Background: an optimization exercise with open tools, aiming at small area and a short achievable clock period. Do not read the settings as production practice. The RTL was checked by simulation tests, not by an equivalence proof against the original design. Power figures rest on the tool's default switching activity, not on a simulated workload.

## violet
// dac_engine
module dac_engine (
    input  wire                                    adc_clk,
    input  wire                                    reset,
    input  wire  [dac_engine_pkg::REG_ADDR_W-1:0]  awaddr,
    input  wire                                    awvalid,
    output logic                                   awready,
    input  wire  [31:0]                            wdata,
    input  wire                                    wvalid,
    output logic                                   wready,
    output logic                                   bvalid,
    output logic [1:0]                             bresp,
    input  wire                                    bready,
    input  wire  [dac_engine_pkg::REG_ADDR_W-1:0]  araddr,
    input  wire                                    arvalid,
    output logic                                   arready,
    output logic [31:0]                            rdata,
    output logic                                   rvalid,
    output logic [1:0]                             rresp,
    input  wire                                    rready,
    output logic [dac_engine_pkg::DATA_W-1:0]      dac_a,
    output logic [dac_engine_pkg::DATA_W-1:0]      dac_b
);
    logic [SEL_W-1:0]      dac_a_select;
    logic [SEL_W-1:0]      dac_b_select;
    logic                  lut_run_once;
    logic                  trig_pulse;    
    logic [DATA_W-1:0]     lut_wr_data;
    logic [15:0]           lut_wr_hi;
    logic [15:0]           lut_wr_lo;
    logic [15:0]           lut_wr_hn;
    logic [15:0]           lut_wr_ln;
    logic [PERIOD_W-1:0]   pulse_low;
    logic [PERIOD_W-1:0]   pulse_high;
    logic [DATA_W-1:0]     pulse_val;
    logic                  low_zero, low_one, high_zero, high_one;
    logic [4*DATA_W-1:0]   lut_part;
    logic [DATA_W-1:0]     pulse_sample;
    dac_engine_regs i_regs (
        .*
    );
    lut_player i_lut_player (
        .*
  ...
For scale: ~4500 flip-flops, roughly 120 I/O pins.
==> module dac_engine_regs, before the edit <==
module dac_engine_regs (
    input  wire                                    adc_clk,
    input  wire                                    reset,
    input  wire  [dac_engine_pkg::REG_ADDR_W-1:0]  awaddr,
    input  wire                                    awvalid,
    output logic                                   awready,
    input  wire  [31:0]                            wdata,
    input  wire                                    wvalid,
    output logic                                   wready,
    output logic                                   bvalid,
    output logic [1:0]                             bresp,
    input  wire                                    bready,
    input  wire  [dac_engine_pkg::REG_ADDR_W-1:0]  araddr,
    input  wire                                    arvalid,
    output logic                                   arready,
    output logic [31:0]                            rdata,
    output logic                                   rvalid,
    output logic [1:0]                             rresp,
    input  wire                                    rready,
    output logic [dac_engine_pkg::SEL_W-1:0]       dac_a_select,
    output logic [dac_engine_pkg::SEL_W-1:0]       dac_b_select,
    output logic                                   lut_run_once,
    output logic                                   trig_pulse,
    output logic [dac_engine_pkg::DATA_W-1:0]      lut_wr_data,
    output logic [15:0]                            lut_wr_hi,   
    output logic [15:0]                            lut_wr_lo,   
    output logic [15:0]                            lut_wr_hn,   
    output logic [15:0]                            lut_wr_ln,   
    output logic [dac_engine_pkg::PERIOD_W-1:0]    pulse_low,
    output logic [dac_engine_pkg::PERIOD_W-1:0]    pulse_high,
    output logic [dac_engine_pkg::DATA_W-1:0]      pulse_val,
    output logic                                   low_zero,
    output logic                                   low_one,
    output logic                                   high_zero,
    output logic                                   high_one
);
    logic        wr_accept;   
    logic        rd_accept;   
    logic [31:0] lut_reg;     
    logic [31:0] rd_word;     
    logic aw_int, bv_int;   
    logic ar_int, rv_int;   
    logic ar_hold;          
    assign wr_accept = aw_int;
    assign rd_accept = ar_int;
    assign wready = awready;   
    assign bresp = 2'b00;   
    assign rresp = 2'b00;
    assign lut_wr_data = lut_reg[DATA_W-1:0];
    always_ff @(posedge adc_clk or posedge reset) begin
        if (reset) begin
            awready <= 1'b0;
            bvalid  <= 1'b0;
            aw_int  <= 1'b0;
            bv_int  <= 1'b0;
        end else begin
            awready <= awvalid && wvalid && !awready && !bvalid;   
            aw_int  <= awvalid && wvalid && !aw_int && !bv_int;
            if (awready) begin
                bvalid <= 1'b1;
            end else if (bready) begin
                bvalid <= 1'b0;   
            end
            if (aw_int) begin
                bv_int <= 1'b1;
            end else if (bready) begin
                bv_int <= 1'b0;
            end
        end
    end
    always_ff @(posedge adc_clk or posedge reset) begin
        if (reset) begin
            dac_a_select <= '0;
            dac_b_select <= '0;
            lut_run_once <= 1'b0;
            trig_pulse   <= 1'b0;
            lut_reg      <= '0;
            pulse_low    <= '0;
            pulse_high   <= '0;
            pulse_val    <= '0;
            low_zero     <= 1'b1;
            low_one      <= 1'b0;
            high_zero    <= 1'b1;
            high_one     <= 1'b0;
        end else begin
            trig_pulse <= 1'b0;   
            if (wr_accept) begin
                case (awaddr)
                    REG_CTRL: begin
                        dac_a_select <= wdata[0 +: SEL_W];
                        dac_b_select <= wdata[4 +: SEL_W];
                        lut_run_once <= wdata[8];
                    end
                    REG_TRIG: trig_pulse <= wdata[0];   
                    REG_LUT:        lut_reg    <= wdata;   
                    REG_PULSE_LOW: begin
                        pulse_low <= wdata;
                        low_zero  <= (wdata == 32'd0);
                        low_one   <= (wdata == 32'd1);
                    end
                    REG_PULSE_HIGH: begin
                        pulse_high <= wdata;
                        high_zero  <= (wdata == 32'd0);
                        high_one   <= (wdata == 32'd1);
                    end
                    REG_PULSE_VAL:  pulse_val  <= wdata[DATA_W-1:0];
                    default: ;   
                endcase
            end
        end
    end
    always_ff @(posedge adc_clk or posedge reset) begin
        if (reset) begin
            lut_wr_hi <= '0;
            lut_wr_hn <= '1;
        end else begin
            for (int j = 0; j < 16; j++) begin
                lut_wr_hi[j] <= wr_accept && (awaddr == REG_LUT) && (wdata[23:20] == 4'(j));
                lut_wr_hn[j] <= !(wr_accept && (awaddr == REG_LUT) && (wdata[23:20] == 4'(j)));
            end
        end
    end
    always_ff @(posedge adc_clk) begin
        for (int k = 0; k < 16; k++) begin
            lut_wr_lo[k] <= (wdata[19:16] == 4'(k));
            lut_wr_ln[k] <= (wdata[19:16] != 4'(k));
        end
    end
    always_comb begin
        case (araddr)
            REG_ID:         rd_word = {FPGA_REV, FPGA_TYPE};
            REG_CTRL:       rd_word = {23'b0, lut_run_once, 2'b0, dac_b_select,
                                       2'b0, dac_a_select};
            REG_LUT:        rd_word = lut_reg;
            REG_PULSE_LOW:  rd_word = pulse_low;
            REG_PULSE_HIGH: rd_word = pulse_high;
            REG_PULSE_VAL:  rd_word = {16'b0, pulse_val};
            default:        rd_word = 32'b0;   
        endcase
    end
    always_ff @(posedge adc_clk or posedge reset) begin
        if (reset) begin
            arready <= 1'b0;
            rvalid  <= 1'b0;
            ar_int  <= 1'b0;
            rv_int  <= 1'b0;
            ar_hold <= 1'b0;
        end else begin
            arready <= arvalid && !arready && !rvalid;
            ar_int  <= arvalid && !ar_int && !rv_int;
            ar_hold <= arvalid && !ar_hold && !rv_int;
            if (arready) begin
                rvalid <= 1'b1;
            end else if (rready) begin
                rvalid <= 1'b0;
            end
            if (ar_int) begin
                rv_int <= 1'b1;
            end else if (rready) begin
                rv_int <= 1'b0;
            end
        end
    end
    always_ff @(posedge adc_clk) begin
        rdata <= ({32{rd_accept}} & rd_word) | ({32{!ar_hold}} & rdata);
    end
endmodule
Settings: LEC_CHECK=0, CAP_MARGIN=20, CORE_MARGIN=2, CORE_UTILIZATION=70, CTS_CLUSTER_DIAMETER=80, CTS_CLUSTER_SIZE=25, SETUP_SLACK_MARGIN=2.5, SLEW_MARGIN=20, SYNTH_HIERARCHICAL=1, SYNTH_MINIMUM_KEEP_SIZE=0; clock period 5.0 ns.
run.sh (not shown) runs the stock make flow with config.mk's settings and CLKGATE_MAP_FILE= SYNTH_SCRIPT=/design/flow/synth_recipe.tcl, a recipe that flattens the netlist after the stock synthesis.
Although violet finished all stages, its layout failed final checks on antenna rules.
Setup changes, violet to fjord
--- a/flow/design.v
+++ b/flow/design.v
@@ -70,9 +70,8 @@
     logic [31:0] lut_reg;     
     logic [31:0] rd_word;     
     logic aw_int, bv_int;   
     logic ar_int, rv_int;   
-    logic ar_hold;          
     assign wr_accept = aw_int;
     assign rd_accept = ar_int;
     assign wready = awready;   
     assign bresp = 2'b00;   
@@ -174,13 +173,11 @@
             arready <= 1'b0;
             rvalid  <= 1'b0;
             ar_int  <= 1'b0;
             rv_int  <= 1'b0;
-            ar_hold <= 1'b0;
         end else begin
             arready <= arvalid && !arready && !rvalid;
             ar_int  <= arvalid && !ar_int && !rv_int;
-            ar_hold <= arvalid && !ar_hold && !rv_int;
             if (arready) begin
                 rvalid <= 1'b1;
             end else if (rready) begin
                 rvalid <= 1'b0;
@@ -192,9 +189,11 @@
             end
         end
     end
     always_ff @(posedge adc_clk) begin
-        rdata <= ({32{rd_accept}} & rd_word) | ({32{!ar_hold}} & rdata);
+        if (rd_accept) begin
+            rdata <= rd_word;
+        end
     end
 endmodule
 `default_nettype wire
 `timescale 1ns/100ps
## What came out
Of violet and fjord, none finishes clean.
fjord: combinational power about 2% below violet
fjord and violet ended up with roughly the same design area.
Compared violet against fjord; xor-xnor portion of the synthesized cell area within noise.
Comparing violet with fjord, the reported sequential group power came out essentially unchanged.
fjord ended with more fraction of final layout cells with drive strength greater than 1 than violet.
Overall fraction of global-route tracks in use in fjord is 0.38 points above violet.
violet and fjord ended up with nearly the same hold slack.
| area of the die | fjord vs violet | ≈ equal |
In the flow results for violet and fjord, the wire length per cell after detailed routing is smaller on violet.
On logic gate share of total power, violet and fjord are basically level.

========
dac_engine, a different RTL version from the one above (not shown whole).
For scale: roughly 15000 cells after synthesis, ~4600 flip-flops, ~120 I/O pins, roughly 180000 um^2 of cells after synthesis.
export LEC_CHECK = 0
export CAP_MARGIN = 20
export CORE_MARGIN = 2
export CORE_UTILIZATION = 60
export CTS_CLUSTER_DIAMETER = 80
export CTS_CLUSTER_SIZE = 25
export SETUP_SLACK_MARGIN = 2.5
export SLEW_MARGIN = 20
export SYNTH_HIERARCHICAL = 1
export SYNTH_MINIMUM_KEEP_SIZE = 0
create_clock -name core_clock -period 5.0 [get_ports {adc_clk}]
==> next run, changes <==
--- a/flow/design.v
+++ b/flow/design.v
@@ -46,25 +46,25 @@
     output logic                                   arready,
     output logic [31:0]                            rdata,
     output logic                                   rvalid,
     output logic [1:0]                             rresp,
     input  wire                                    rready,
     output logic [dac_engine_pkg::SEL_W-1:0]       dac_a_select,
     output logic [dac_engine_pkg::SEL_W-1:0]       dac_b_select,
     output logic                                   lut_run_once,
     output logic                                   trig_pulse,
     output logic [dac_engine_pkg::DATA_W-1:0]      lut_wr_data,
     output logic [15:0]                            lut_wr_hi,   
-    output logic [63:0]                            lut_wr_lo,   
+    output logic [15:0]                            lut_wr_lo,   
     output logic [15:0]                            lut_wr_hn,   
-    output logic [63:0]                            lut_wr_ln,   
+    output logic [15:0]                            lut_wr_ln,   
     output logic [dac_engine_pkg::PERIOD_W-1:0]    pulse_low,
     output logic [dac_engine_pkg::PERIOD_W-1:0]    pulse_high,
     output logic [dac_engine_pkg::DATA_W-1:0]      pulse_val,
     output logic                                   low_zero,
     output logic                                   low_one,
     output logic                                   high_zero,
     output logic                                   high_one
 );
     logic        wr_accept;   
     logic        rd_accept;   
     logic [31:0] lut_reg;     
@@ -144,27 +144,25 @@
         if (reset) begin
             lut_wr_hi <= '0;
             lut_wr_hn <= '1;
         end else begin
             for (int j = 0; j < 16; j++) begin
                 lut_wr_hi[j] <= wr_accept && (awaddr == REG_LUT) && (wdata[23:20] == 4'(j));
                 lut_wr_hn[j] <= !(wr_accept && (awaddr == REG_LUT) && (wdata[23:20] == 4'(j)));
             end
         end
     end
     always_ff @(posedge adc_clk) begin
-        for (int g = 0; g < 4; g++) begin
-            for (int k = 0; k < 16; k++) begin
-                lut_wr_lo[16*g + k] <= (wdata[23:22] == 2'(g)) && (wdata[19:16] == 4'(k));
-                lut_wr_ln[16*g + k] <= !((wdata[23:22] == 2'(g)) && (wdata[19:16] == 4'(k)));
-            end
+        for (int k = 0; k < 16; k++) begin
+            lut_wr_lo[k] <= (wdata[19:16] == 4'(k));
+            lut_wr_ln[k] <= (wdata[19:16] != 4'(k));
         end
     end
     always_comb begin
         case (araddr)
             REG_ID:         rd_word = {FPGA_REV, FPGA_TYPE};
             REG_CTRL:       rd_word = {23'b0, lut_run_once, 2'b0, dac_b_select,
                                        2'b0, dac_a_select};
             REG_LUT:        rd_word = lut_reg;
             REG_PULSE_LOW:  rd_word = pulse_low;
             REG_PULSE_HIGH: rd_word = pulse_high;
             REG_PULSE_VAL:  rd_word = {16'b0, pulse_val};
@@ -246,25 +244,25 @@
         end
         assign rd_data[b]          = |hit[7:0];
         assign rd_data[DATA_W + b] = |hit[15:8];
     end
 endmodule
 module lut_player (
     input  wire                                    adc_clk,
     input  wire                                    reset,
     input  wire                                    lut_run_once,
     input  wire                                    trig_pulse,
     input  wire  [15:0]                            lut_wr_hi,   
-    input  wire  [63:0]                            lut_wr_lo,   
+    input  wire  [15:0]                            lut_wr_lo,   
     input  wire  [15:0]                            lut_wr_hn,   
-    input  wire  [63:0]                            lut_wr_ln,   
+    input  wire  [15:0]                            lut_wr_ln,   
     input  wire  [dac_engine_pkg::DATA_W-1:0]      lut_wr_data,
     output logic [4*dac_engine_pkg::DATA_W-1:0]    lut_part
 );
     logic [15:0] rd_lo, rd_hi;
     logic        addr_last;   
     logic        addr_en;
     assign addr_en = !addr_last || !lut_run_once || trig_pulse;
     always_ff @(posedge adc_clk or posedge reset) begin
         if (reset) begin
             rd_lo     <= 16'h0001;
             rd_hi     <= 16'h0001;
@@ -274,25 +272,25 @@
             rd_lo <= {rd_lo[14:0], rd_lo[15]};
             if (rd_lo[15]) begin
                 rd_hi <= {rd_hi[14:0], rd_hi[15]};   
             end
         end
     end
     logic [2*DATA_W-1:0] row_data [16];
     for (genvar j = 0; j < 16; j++) begin : g_row
         lut_row u_row (
             .adc_clk (adc_clk),
             .wr_row  (lut_wr_hi[j]),
-            .wr_lo   (lut_wr_lo[16*(j/4) +: 16]),
+            .wr_lo   (lut_wr_lo),
             .wr_row_n(lut_wr_hn[j]),
-            .wr_lo_n (lut_wr_ln[16*(j/4) +: 16]),
+            .wr_lo_n (lut_wr_ln),
             .wr_data (lut_wr_data),
             .rd_row  (rd_hi[j]),
             .rd_lo   (rd_lo),
             .rd_data (row_data[j])
         );
     end
     always_ff @(posedge adc_clk) begin
         for (int g = 0; g < 4; g++) begin
             lut_part[g*DATA_W +: DATA_W] <=
                 row_data[4*g][0 +: DATA_W]   | row_data[4*g][DATA_W +: DATA_W]
               | row_data[4*g+1][0 +: DATA_W] | row_data[4*g+1][DATA_W +: DATA_W]
@@ -419,25 +417,25 @@
     output logic [1:0]                             rresp,
     input  wire                                    rready,
     output logic [dac_engine_pkg::DATA_W-1:0]      dac_a,
     output logic [dac_engine_pkg::DATA_W-1:0]      dac_b
 );
     logic [SEL_W-1:0]      dac_a_select;
     logic [SEL_W-1:0]      dac_b_select;
     logic                  lut_run_once;
     logic                  trig_pulse;    
     logic [DATA_W-1:0]     lut_wr_data;
     logic [15:0]           lut_wr_hi;
-    logic [63:0]           lut_wr_lo;
+    logic [15:0]           lut_wr_lo;
     logic [15:0]           lut_wr_hn;
-    logic [63:0]           lut_wr_ln;
+    logic [15:0]           lut_wr_ln;
     logic [PERIOD_W-1:0]   pulse_low;
     logic [PERIOD_W-1:0]   pulse_high;
     logic [DATA_W-1:0]     pulse_val;
     logic                  low_zero, low_one, high_zero, high_one;
     logic [4*DATA_W-1:0]   lut_part;
     logic [DATA_W-1:0]     pulse_sample;
     dac_engine_regs i_regs (
         .*
     );
     lut_player i_lut_player (
         .*
=> The changed run completed, yet does not pass: antenna violations. Via count increases slightly. Utilization increases by 0.42 points. Wire length increases by a few percent. Final cell count barely changes. Setup slack degrades by 0.24 ns. Fmax decreases by a little under a tenth. Design area decreases slightly. Sequential power decreases slightly. Die area decreases slightly. Global-route usage increases by 1.0 points. Critical path depth increases by 4. Count of clock-buffer cells in the layout decreases by 14. Synthesized cell count decreases slightly.

-- re-timing with driven ports --
The flow's constraints put no driver on any port. The routed layouts listed below were extracted and timed again, unchanged, in two steps.
Step 1: set_driving_cell puts a clkbuf_16 on adc_clk and a buf_2 on each other input, an assumption about the parent block.
Step 2 also shifts input and output timing later by t, the mid clock arrival at the registers, as if the neighbouring blocks saw the same clock.
a / b / c = ideal ports / drivers / drivers and shift; a / b = the first two.
run | t (ns) | setup slack, ns | slew at the worst register clock pin (ns)
violet | 0.999 | 2.245 / 2.245 / 1.668 | 0.11 / 0.11
fjord | 1.003 | 2.299 / 2.231 / 1.658 | 0.11 / 0.11
the first run of note 2 | 1.057 | 2.326 / 2.218 / 1.407 | 0.11 / 0.11
the second run of note 2 | 1.068 | 2.085 / 2.085 / 1.596 | 0.11 / 0.11
The setup slack of the first run of note 2, which loses most, moves by -0.108 ns with the drivers and by -0.919 ns with both steps.
